Background: an optimization exercise with open tools, aiming at small area, a short achievable clock period and few clock cycles. Do not read the settings as production practice.
Function was checked by simulation only, so behaviour that the tests miss may differ from the original.

==> flow/design.v, too long to show whole: its modules and the start of the top module <==
// module ast_tensor_stream_sv: 1725 lines
module ast_tensor_stream_sv #(
   parameter int DATAWIDTH = 14,
   parameter int SIZE      = 4,
   parameter int ACCWIDTH  = 2*DATAWIDTH+$clog2(SIZE)
) (
   input  logic                   clk,
   input  logic                   reset_n,
   input  logic                   cfg_valid,
   input  logic [$clog2(SIZE):0]  cfg_q,
   input  logic [$clog2(SIZE):0]  cfg_r,
   input  logic [$clog2(SIZE):0]  cfg_k,
   input  logic                   in_valid,
   output logic                   in_ready,
   input  logic                   in_set,
   input  logic [DATAWIDTH-1:0]   in_data,
   input  logic                   start,
   input  logic                   keep_b,
   input  logic                   relu,
   output logic                   out_valid,
   input  logic                   out_ready,
   output logic [DATAWIDTH-1:0]   out_data,
   output logic                   out_last,
   output logic                   busy,
   output logic                   done,
   output logic                   err
);
  // ...
==> flow/flow/run.sh <==
#!/bin/bash
# Standard layout, with timing repair aiming further below the clock period.
set -e
export SETUP_SLACK_MARGIN=5.6
bash standard.sh > standard.log 2>&1
==> flow/standard.sh <==
#!/bin/bash
# synth_recipe.tcl (not shown) runs the flow's synth.tcl, then flattens the netlist and writes it again
# the make line also repeats each setting of config.mk as NAME=value (left out here)
make -C /OpenROAD-flow-scripts/flow DESIGN_CONFIG=/design/flow/config.mk WORK_HOME=/design/flow/orfs CLKGATE_MAP_FILE= SYNTH_SCRIPT=/design/flow/synth_recipe.tcl "${@:-finish}"
==> flow/config.mk <==
export PLATFORM = sky130hd
export DESIGN_NAME = ast_tensor_stream_sv
export DESIGN_NICKNAME = ast_tensor_stream_sv
export VERILOG_FILES = /design/flow/design.v
export SDC_FILE = /design/flow/constraint.sdc
export NUM_CORES = 4
export LEC_CHECK = 0
export ABC_CLOCK_PERIOD_IN_PS = 5000
export CAP_MARGIN = 20
export CORE_MARGIN = 2
export CORE_UTILIZATION = 50
export CTS_CLUSTER_DIAMETER = 80
export CTS_CLUSTER_SIZE = 24
export PLACE_DENSITY = 0.75
export SLEW_MARGIN = 20
==> flow/constraint.sdc <==
create_clock -name core_clock -period 10.0 [get_ports {clk}]
set_input_delay 2.0000 -clock core_clock [delete_from_list [all_inputs] [get_ports {clk}]]
set_output_delay 2.0000 -clock core_clock [all_outputs]
set_load 0.01 [all_outputs]
==> impl_metrics.py, run 1 <==
metrics = {
    "yosys": {
        "yosys_warnings": 14,
        "yosysUniqueCellTypes": 92,
        "syn_area_per_cell_um2": 11.6,
        "synthFlopType": "edfxtp_1",
        "synth-xor-area-share_pct": 8.86,
    },
    "clocking": {
        "clock_latency_ns": 0.68,
        "cts.clk_slew.worst_paths_ns": 0.09,
        "tritoncts": "done",
        "cts-root-buf": "clkbuf_16",
        "cts_hold_buf": 0,
        "cts_buffers": 45,
        "cts.sinks": 753,
        "cts_resized": 159,
        "clock_path_buffers": 3,
    },
    "layout": {
        "sh_seq_area_pct": 37.7,
        "seqCellArea_um2": 20400,
        "fin_cells": 5555,
        "clkbuf_count": 64,
        "final_util_pct": 55.0,
    },
    "place": {
        "port_buffers": 51,
        "dpl.hpwl_mm": 105,
        "placed_area_um2": 51100,
    },
    "critical_path": {
        "critical_path_class": "input pin to output pin",
        "slowest_stage": "buf_12",
        "worst_path_most_repeated_cell": "nand2_4",
    },
    "detailed_routing": {
        "wl_met3_mm": 17.4,
        "drt_wl_total_mm": 146,
        "wl_per_cell_um": 26.3,
        "wl_met2_mm": 66.7,
    },
    "worst_hold_path": {
        "holdPathStages": 2,
        "holdPathEnd": "s1_v$_DFF_PN0_",
    },
    "timing": {
        "rsz0062_at_grt": "true",
        "max_freq_mhz": 228,
        "whs_ns": 0.467,
    },
    "status": {
        "status": "timing/DRC/antenna clean",
    },
    "global_routing": {
        "use_met2_pct": 45.2,
    },
    "floorplanning": {
        "tapcell.inserted": 1287,
    },
}
Testbench counts, summed over its fixed seeds: cycles 15,315.
==> inputs of run 2 (changes only) <==
--- a/flow/design.v
+++ b/flow/design.v
@@ -1699,27 +1699,35 @@
    always_ff @(posedge clk) begin
       for (int r = 0; r < 3; r++) ps[r] <= cs[r];
    end
    logic signed [29:0] psum;
    always_comb begin
       psum = ps[0];
       for (int r = 1; r < 3; r++) psum = psum + ps[r];
    end
-   logic [DATAWIDTH-1:0] res;
+   logic                 ovf, zero;
+   logic [DATAWIDTH-1:0] o_raw;
+   logic                 o_ovf, o_neg, o_zero;
    always_comb begin
-      if (psum[29:13] != {17{psum[29]}})
-         res = psum[29] ? 14'h2000 : 14'h1fff;
-      else
-         res = psum[13:0];
-      if (relu && res[DATAWIDTH-1]) res = '0;
+      ovf  = psum[29:13] != {17{psum[29]}};
+      zero = 1'b0;
+      zero = relu && (ovf ? psum[29] : psum[13]);
    end
    always_ff @(posedge clk or negedge reset_n) begin
       if (!reset_n) out_valid <= 1'b0;
       else if (!stall) out_valid <= load;
    end
    always_ff @(posedge clk) begin
       if (!stall) begin
-         out_data <= res;
+         o_raw    <= psum[13:0];
+         o_ovf    <= ovf;
+         o_neg    <= psum[29];
+         o_zero   <= zero;
          out_last <= (CW'(ci) == q_r - CW'(1)) && (CW'(cj) == k_r - CW'(1));
       end
    end
+   always_comb begin
+      if (o_zero)     out_data = '0;
+      else if (o_ovf) out_data = o_neg ? 14'h2000 : 14'h1fff;
+      else            out_data = o_raw;
+   end
 endmodule
==> flow/flow/run.sh (replaced) <==
#!/bin/bash
# Standard layout, with timing repair aiming further below the clock period.
set -e
export SETUP_SLACK_MARGIN=5.66
bash standard.sh > standard.log 2>&1
==> impl_metrics.py, run 2 <==
metrics = {
    "place": {
        "port_buffers": 51,
        "routabilityCongestion": 1.01,
        "dpl.hpwl_mm": 105,
        "pre_cts_ws_ns": 4.56,
    },
    "critical_path": {
        "cp_top_family": "buffers and inverters",
        "worstRegToRegCells": 19,
        "crit_chain": "buf_12 -> o21ai_4 -> buf_2",
        "crit_path_start_kind": "input pin",
        "cp-startpoint": "in_set",
        "cp-endpoint": "in_ready",
        "slowest_stage": "buf_2",
        "arrival_ns": 2.40,
        "cp_max_fo": 12,
        "worstReg2RegStart": "r_r[0]$_DFFE_PN0P_",
        "critical_path_class": "input pin to output pin",
        "max_stage_delay_ns": 0.15,
        "end_kind": "output pin",
        "crit_cells": 3,
        "r2r_slack_ns": 5.66,
        "crit_required_ns": 8.00,
        "critical_path_buf_inv_count": 2,
    },
    "yosys": {
        "syn_area_per_cell_um2": 11.8,
        "syn_area_um2": 49200,
        "yosys.area.top_type": "edfxtp_1",
        "synthArstFlopShare_pct": 4.37,
        "yosysSeqAreaShare_pct": 40.9,
        "ys_ff_latch": 756,
        "syn_nets": 4784,
        "syn_inst": 4185,
        "synth_top_area_share_pct": 29.5,
        "synth_common_cells": "edfxtp_1, inv_1, fa_1",
        "synth.most_common_cell": "edfxtp_1",
        "yosysUniqueCellTypes": 91,
        "yosys_warnings": 14,
        "synthFlopType": "edfxtp_1",
        "netlist_top_cells_area": "edfxtp_1, fa_1, dfxtp_1",
        "synth_edf_count": 484,
    },
    "clocking": {
        "h-tree-depth": 2,
        "clock_latency_ns": 0.69,
        "cts-root-buf": "clkbuf_16",
        "cts.clk_slew.worst_paths_ns": 0.09,
        "cts.sinks": 756,
        "clock_path_buffers": 3,
        "cts_hold_buf": 0,
        "cts_buffers": 44,
        "tritoncts": "done",
    },
    "timing": {
        "setup_viol": 0,
        "hold_violations": 0,
        "finClkSkew_ns": 0.0559,
        "max-slew-margin-rel_pct": 24.0,
        "max_slew.worst_pin.slew_ns": 1.14,
        "period_needed_ns": 4.40,
        "fin_tns_setup_ns": 0,
        "slew_viol_final": 0,
        "rsz0062_at_grt": "true",
        "timing.final.ws_setup_ns": 5.60,
        "max_freq_mhz": 227,
        "finalCritPeriodShare_pct": 44.0,
    },
    "detailed_routing": {
        "wl_per_cell_um": 26.4,
        "drt_iter0_drc": 4342,
        "drt_wl_total_mm": 145,
        "antenna_left": 0,
        "vias": 34348,
        "drc": 0,
        "drt_first_pass_iters": 8,
        "via_per_inst": 6.26,
    },
    "layout": {
        "syn_to_final_growth_pct": 9.40,
        "layout_common_cells": "edfxtp_1, inv_1, fa_1, a22oi_1, xnor2_1",
        "antennaDiodeCount": 0,
        "fin_nets": 4768,
        "final_common_cell": "edfxtp_1",
        "drive_gt1_share_pct": 13.6,
    },
    "floorplanning": {
        "initial_core_util_pct": 50.2,
        "die-area_um2": 101000,
        "die_h_um": 318,
        "fp.dieW_um": 318,
        "rows": 115,
        "core-area_um2": 98000,
        "ios": 52,
    },
    "global_routing": {
        "gr-total-overflow": 0,
        "track_usage_pct": 28.2,
        "grt_pass1_vias": 34910,
        "grt_max_degree": 57,
        "grt_pass1_wl_mm": 216,
        "antenna_found_initial": 4,
    },
    "worst_hold_path": {
        "min_from": "s0_v$_DFF_PN0_",
        "hold_path.class": "flip-flop to flip-flop",
    },
    "status": {
        "status": "timing/DRC/antenna clean",
    },
    "flow_run": {
        "cap_violations": 0,
    },
}
[run 2: cell types whose count changed in the layout (fill, tap and decap cells not counted), moves of 15 or more]
| cell | delta |
|---|---|
| a221oi_1 | -21 |
| o21ai_0 | -18 |
| dfxtp_4 | +23 |
| nor2_1 | -22 |
| a22oi_1 | +15 |
| dfxtp_2 | -27 |
[run 2: through the flow]
stage / instance area, µm² / utilization [%] / cells / hold WS (ns)
floorplan: 49400 / - / 4185 / 0.420
global placement: 50900 / 51.9 / 5320 / 0.444
detailed placement: 50900 / 51.9 / 5320 / 0.435
CTS: 53000 / 54.1 / 5441 / 0.457
global route: 53900 / 55.0 / 5491 / 0.481
finish: 53900 / 55.0 / 5491 / 0.459
[run 2: repair_timing]
action | CTS | global route
gates cloned | 1 | 2
setup endpoints to repair | 80 | 30
gates resized for setup | 180 | 138
setup buffers | 39 | 48
endpoints found under the hold margin | 0 | 0
pin swaps | 7 | 9
[run 2: per-layer routing]
| metal | global-route usage (%) | wire length, µm |
|---|---|---|
| met1 | 36.0 | 54700 |
| met2 | 44.8 | 66300 |
| met3 | 7.59 | 16400 |
| met4 | 12.9 | 7640 |
| met5 | 0.567 | 90 |
[run 2: how the worst min path moves through the flow]
stage | to | slack [ns] | cells past startpoint
2_1_floorplan | b1[3][0]$_DFF_P_ | 0.42 | 2
3_3_place_gp | s1_v$_DFF_PN0_ | 0.44 | 2
3_5_place_dp | s1_v$_DFF_PN0_ | 0.44 | 2
4_1_cts | s1_v$_DFF_PN0_ | 0.46 | 2
5_1_grt | s1_v$_DFF_PN0_ | 0.48 | 2
6_report | s1_v$_DFF_PN0_ | 0.46 | 2
[run 2: area by class of cell]
type / count / area, µm²
flip-flops and latches: 756 / 20500
well taps: 1287 / 1610
fillers: 7990 / 44100
clock buffers: 62 / 1190
clock inverters: 19 / 297
multi-input cells: 2702 / 26700
repair buffers: 204 / 1770
inverters: 461 / 1760
[run 2: tightest hold or removal path: cells and delay by family (launching register included)]
kind / cells / cell delay (ns)
and+or+nand+nor: 2 / 0.10
DFF: 1 / 0.33
[run 2: logic make-up after synthesis]
logic type | synth area share (%)
mux | 5.18
fa+ha+maj | 20.5
simple gates | 6.37
compound gates | 12.4
flops | 40.9
xor+xnor | 8.98
buf+inv | 5.61
Testbench counts of run 2, summed over its fixed seeds: cycles 15,315.
==> inputs of run 3 (changes only) <==
==> flow/flow/run.sh (replaced) <==
#!/bin/bash
# Standard layout, with timing repair aiming further below the clock period.
set -e
export SETUP_SLACK_MARGIN=5.6
bash standard.sh > standard.log 2>&1
==> impl_metrics.py, run 3 <==
metrics = {
    "clocking": {
        "tritoncts": "done",
        "cts_hold_buf": 0,
        "clock_path_buffers": 3,
        "cts.clk_slew.worst_paths_ns": 0.09,
        "cts-root-buf": "clkbuf_16",
        "h-tree-depth": 2,
        "cts.sinks": 756,
        "clock_latency_ns": 0.67,
        "cts_buffers": 43,
    },
    "global_routing": {
        "grt_pass1_vias": 34194,
        "track_usage_pct": 28.1,
        "grt_max_degree": 59,
        "gr-total-overflow": 0,
        "antenna_found_initial": 2,
        "grt_pass1_wl_mm": 215,
    },
    "timing": {
        "period_needed_ns": 4.37,
        "setup_viol": 0,
        "hold_violations": 0,
        "finClkSkew_ns": 0.0292,
        "rsz0062_at_grt": "true",
        "fin_tns_setup_ns": 0,
        "slew_viol_final": 0,
        "whs_ns": 0.459,
        "max-slew-margin-rel_pct": 29.6,
        "finalCritPeriodShare_pct": 43.7,
        "max_freq_mhz": 229,
        "timing.final.ws_setup_ns": 5.63,
        "max_slew.worst_pin.slew_ns": 1.05,
    },
    "yosys": {
        "synthFlopType": "edfxtp_1",
        "synthArstFlopShare_pct": 4.37,
        "syn_inst": 4185,
        "synth_top_family_by_area": "adder cells",
        "synth-xor-area-share_pct": 8.98,
        "yosys.area_share.simple_pct": 6.37,
        "syn_nets": 4784,
        "synth_common_cells": "edfxtp_1, inv_1, fa_1",
        "netlist_top_cells_area": "edfxtp_1, fa_1, dfxtp_1",
        "synth_compound_area_share_pct": 12.4,
        "syn_area_per_cell_um2": 11.8,
        "yosysUniqueCellTypes": 91,
        "synth.most_common_cell": "edfxtp_1",
        "yosys.area.top_type": "edfxtp_1",
        "synth_edf_count": 484,
        "yosysSeqAreaShare_pct": 40.9,
        "ys_ff_latch": 756,
        "synth_fa_ha_area_share_pct": 20.5,
        "yosys_warnings": 14,
        "synth_top_area_share_pct": 29.5,
        "muxShareOfSynthArea_pct": 5.18,
        "syn_area_um2": 49200,
    },
    "layout": {
        "syn_to_final_growth_pct": 8.23,
        "antennaDiodeCount": 0,
        "drive_gt1_share_pct": 12.5,
        "fill_cells": 8147,
        "final_common_cell": "edfxtp_1",
        "fin_nets": 4724,
        "layout_common_cells": "edfxtp_1, inv_1, fa_1, a22oi_1, xnor2_1",
    },
    "detailed_routing": {
        "drt_first_pass_iters": 9,
        "via_per_inst": 6.25,
        "drc": 0,
        "wl_per_cell_um": 26.5,
        "drt_iter0_drc": 4568,
        "vias": 34012,
        "drt_wl_total_mm": 144,
        "antenna_left": 0,
    },
    "place": {
        "dpl.hpwl_mm": 106,
        "pre_cts_ws_ns": 4.52,
        "port_buffers": 51,
        "routabilityCongestion": 0.998,
    },
    "critical_path": {
        "cp-startpoint": "in_set",
        "reg2reg_to": "ps[2][14]$_DFF_P_",
        "r2r_slack_ns": 5.68,
        "worstReg2RegStart": "ta[0][7]$_SDFF_PP0_",
        "cp_max_fo": 12,
        "crit_path_start_kind": "input pin",
        "worstRegToRegCells": 12,
        "end_kind": "output pin",
        "critical_path_class": "input pin to output pin",
        "cp-endpoint": "in_ready",
        "arrival_ns": 2.37,
        "crit_required_ns": 8.00,
    },
    "floorplanning": {
        "core-area_um2": 98000,
        "fp.dieW_um": 318,
        "ios": 52,
        "die-area_um2": 101000,
        "rows": 115,
        "die_h_um": 318,
        "initial_core_util_pct": 50.2,
    },
    "status": {
        "status": "timing/DRC/antenna clean",
    },
    "flow_run": {
        "cap_violations": 0,
    },
    "worst_hold_path": {
        "holdPathStages": 2,
        "hold_path.class": "flip-flop to flip-flop",
    },
}
run 3: cell counts after synthesis:
Identical to the previous run, type by type.
run 3: per-layer routing:
metal / track usage [%] / vias to the layer above / share of wire, %
met5: 0 / - / 0.011
li1: - / 14547 / -
met3: 6.23 / 425 / 10
met4: 11.0 / 2 / 4.4
met1: 36.7 / 17006 / 39
met2: 45.7 / 2032 / 47
run 3: per-stage QoR:
stage	util [%]	cell area [µm²]	cells
floorplan	-	49300	4185
global placement	51.8	50800	5309
detailed placement	51.8	50800	5311
CTS	53.7	52600	5408
global route	54.4	53300	5446
finish	54.4	53300	5446
run 3: cells by family after synthesis:
group           count (synthesis)
buf+inv                       728
fa+ha+maj                     567
xor+xnor                      502
mux                           131
flops                         756
simple gates                  636
compound gates                865
run 3: how the worst min path moves through the flow:
stage                      startpoint                to
2_1_floorplan  b_mem[15][0]$_DFFE_PP_  b1[3][0]$_DFF_P_
3_3_place_gp           s0_v$_DFF_PN0_    s1_v$_DFF_PN0_
3_5_place_dp           s0_v$_DFF_PN0_    s1_v$_DFF_PN0_
4_1_cts                s0_v$_DFF_PN0_    s1_v$_DFF_PN0_
5_1_grt                s0_v$_DFF_PN0_    s1_v$_DFF_PN0_
6_report               s0_v$_DFF_PN0_    s1_v$_DFF_PN0_
run 3: what timing repair did:
item                                   4_1_cts  5_1_grt
gates resized for setup                    165      116
pin swaps                                    2        9
endpoints found under the hold margin        0        0
cloned                                       0        2
setup endpoints to repair                   74       41
buffers inserted                            18       36
run 3: worst max-delay path, cell delays in order:
cell,delay [ns]
buf_12,0.12
o21ai_4,0.13
buf_6,0.12
run 3: layout make-up:
cell class	instances	area (µm²)	area share, %
flip-flops and latches	756	20500	38.4
well taps	1287	1610	3.02
multi-input cells	2702	26600	50.0
repair buffers	161	1380	2.59
inverters	461	1760	3.31
clock inverters	16	248	0.465
clock buffers	63	1170	2.20
==> inputs of run 4 (changes only) <==
--- a/flow/config.mk
+++ b/flow/config.mk
@@ -9,5 +9,5 @@
 export CAP_MARGIN = 20
 export CORE_MARGIN = 2
-export CORE_UTILIZATION = 50
+export CORE_UTILIZATION = 60
 export CTS_CLUSTER_DIAMETER = 80
 export CTS_CLUSTER_SIZE = 24
==> impl_metrics.py, run 4 <==
metrics = {
    "yosys": {
        "synthFlopType": "edfxtp_1",
        "yosys_warnings": 14,
        "yosysSeqAreaShare_pct": 40.9,
        "yosysUniqueCellTypes": 91,
        "synthArstFlopShare_pct": 4.37,
        "yosys.area.top_type": "edfxtp_1",
        "syn_area_per_cell_um2": 11.8,
        "ys_ff_latch": 756,
        "synth_top_area_share_pct": 29.5,
        "netlist_top_cells_area": "edfxtp_1, fa_1, dfxtp_1",
        "syn_area_um2": 49200,
        "syn_nets": 4784,
        "synth.most_common_cell": "edfxtp_1",
        "synth_edf_count": 484,
        "synth_common_cells": "edfxtp_1, inv_1, fa_1",
        "syn_inst": 4185,
    },
    "global_routing": {
        "gr-total-overflow": 0,
        "grt_pass1_vias": 34533,
        "grt_max_degree": 59,
        "grt_pass1_wl_mm": 216,
        "track_usage_pct": 34.0,
        "antenna_found_initial": 1,
    },
    "critical_path": {
        "crit_path_start_kind": "input pin",
        "critical_path_class": "input pin to output pin",
        "arrival_ns": 2.49,
        "worstRegToRegCells": 18,
        "cp_max_fo": 12,
        "end_kind": "output pin",
        "crit_required_ns": 8.00,
    },
    "clocking": {
        "clock_path_buffers": 3,
        "tritoncts": "done",
        "cts.sinks": 756,
        "h-tree-depth": 2,
        "clock_latency_ns": 0.63,
        "cts-root-buf": "clkbuf_16",
        "cts_buffers": 44,
        "cts.clk_slew.worst_paths_ns": 0.09,
    },
    "place": {
        "dp.cells": 5086,
        "dpl.hpwl_mm": 106,
        "pre_cts_ws_ns": 4.44,
        "routabilityCongestion": 1.01,
        "port_buffers": 51,
    },
    "timing": {
        "max-slew-margin-rel_pct": 29.5,
        "finalCritPeriodShare_pct": 44.9,
        "max_slew.worst_pin.slew_ns": 1.05,
        "setup_viol": 0,
        "whs_ns": 0.481,
        "rsz0062_at_grt": "true",
        "max_freq_mhz": 223,
        "timing.final.ws_setup_ns": 5.51,
        "slew_viol_final": 0,
        "fin_tns_setup_ns": 0,
        "period_needed_ns": 4.49,
        "hold_violations": 0,
        "finClkSkew_ns": 0.0354,
    },
    "layout": {
        "fin_cells": 5212,
        "drive_gt1_share_pct": 12.4,
        "antennaDiodeCount": 0,
        "syn_to_final_growth_pct": 7.61,
        "final_common_cell": "edfxtp_1",
        "layout_common_cells": "edfxtp_1, inv_1, fa_1, a22oi_1, xnor2_1",
        "fin_nets": 4706,
    },
    "detailed_routing": {
        "drt_first_pass_iters": 7,
        "wl_per_cell_um": 27.6,
        "drt_iter0_drc": 4877,
        "drc": 0,
        "via_per_inst": 6.58,
        "vias": 34294,
        "drt_wl_total_mm": 144,
        "antenna_left": 0,
    },
    "worst_hold_path": {
        "holdPathStages": 2,
        "hold_path.class": "flip-flop to flip-flop",
    },
    "floorplanning": {
        "rows": 105,
        "initial_core_util_pct": 60.3,
        "die-area_um2": 84400,
        "fp.dieW_um": 290,
        "core-area_um2": 81700,
        "die_h_um": 290,
        "ios": 52,
    },
    "status": {
        "status": "timing/DRC/antenna clean",
    },
    "flow_run": {
        "cap_violations": 0,
    },
}
==> run 4: cell families after synthesis <==
kind of cell | Yosys count | share of synthesized area [%]
xor+xnor | 502 | 8.98
compound gates | 865 | 12.4
flops | 756 | 40.9
buf+inv | 728 | 5.61
mux | 131 | 5.18
simple gates | 636 | 6.37
fa+ha+maj | 567 | 20.5
==> run 4: final timing paths <==
| check | from | end | slack, ns |
|---|---|---|---|
| max | in_set | in_ready | 5.51 |
| max in group asynchronous | reset_n | r_r[0]$_DFFE_PN0P_ | 7.94 |
| min reg2reg | b_mem[15][0]$_DFFE_PP_ | b1[3][0]$_DFF_P_ | 0.48 |
| min in group asynchronous | reset_n | a_cnt[2]$_DFFE_PN0P_ | 1.48 |
| min | b_mem[15][0]$_DFFE_PP_ | b1[3][0]$_DFF_P_ | 0.48 |
| max reg2reg | k_r[0]$_DFFE_PN0P_ | pb[3][0]$_DFFE_PN_ | 5.59 |
==> run 4: critical path: stages <==
cell and delay [ns]:
clkbuf_4 0.18, nand2_1 0.09, o21ai_2 0.07, clkbuf_2 0.15
==> run 4: layer usage <==
| layer | track usage [%] | wire, µm | part of all wire, % |
|---|---|---|---|
| met2 | 52.3 | 63800 | 44 |
| met4 | 13.7 | 7210 | 5.0 |
| met1 | 46.2 | 55100 | 38 |
| met3 | 9.21 | 17700 | 12 |
| met5 | 0 | 0 | 0 |
==> run 4: timing repair <==
action | in CTS | in global routing
gates resized for setup | 163 | 128
endpoints found under the hold margin | 0 | 0
cloned | 0 | 1
buffers inserted | 28 | 16
hold buffers | 0 | 0
pin swaps | 9 | 16
endpoints found under the setup margin | 268 | 189
==> run 4: cell type report <==
type	count	area, µm²
Inverter	461	1750
Timing Repair Buffer	142	1220
Tap cell	1070	1340
Multi-Input combinational cell	2702	26700
Sequential cell	756	20500
Clock buffer	64	1260
Clock inverter	17	254
Fill cell	6134	28700
==> run 4: metrics by stage <==
stage                     utilization, %  instance area (µm²)
final                               64.8                53000
after global routing                64.8                53000
after CTS                           64.2                52500
after detailed placement            61.7                50500
after global placement              61.7                50400
after floorplan                        -                49300

[afterwards: timing with drivers on the ports]
How much do the figures lean on ideal ports? The routed layouts below were timed once more, with nothing changed but the port constraints. Step 1, drivers: a clkbuf_16 drives clk and a buf_2 each remaining input, both assumed. Step 2 times the ports against the registers' clock, not the clock port: input delays grow and output delays shrink by t, the midpoint of the rising clock arrivals with the driver on. Three values: no drivers, after step 1, after step 2; two values: the first two.
| run | shift t [ns] | setup slack, ns | worst setup path at the end | worst register clock-pin slew, ns |
|---|---|---|---|---|
| run 1 | 0.720 | 5.619 / 5.557 / 5.067 | input to register | 0.10 / 0.10 |
| run 2 | 0.724 | 5.601 / 5.554 / 5.119 | input to register | 0.10 / 0.10 |
| run 3 | 0.730 | 5.627 / 5.582 / 5.149 | input to register | 0.10 / 0.10 |
| run 4 | 0.681 | 5.513 / 5.453 / 5.173 | input to register | 0.10 / 0.10 |
After both steps setup and hold are still met in every run listed. The setup slack of run 1, which loses most, moves by -0.062 ns with the drivers and by -0.552 ns with both steps.
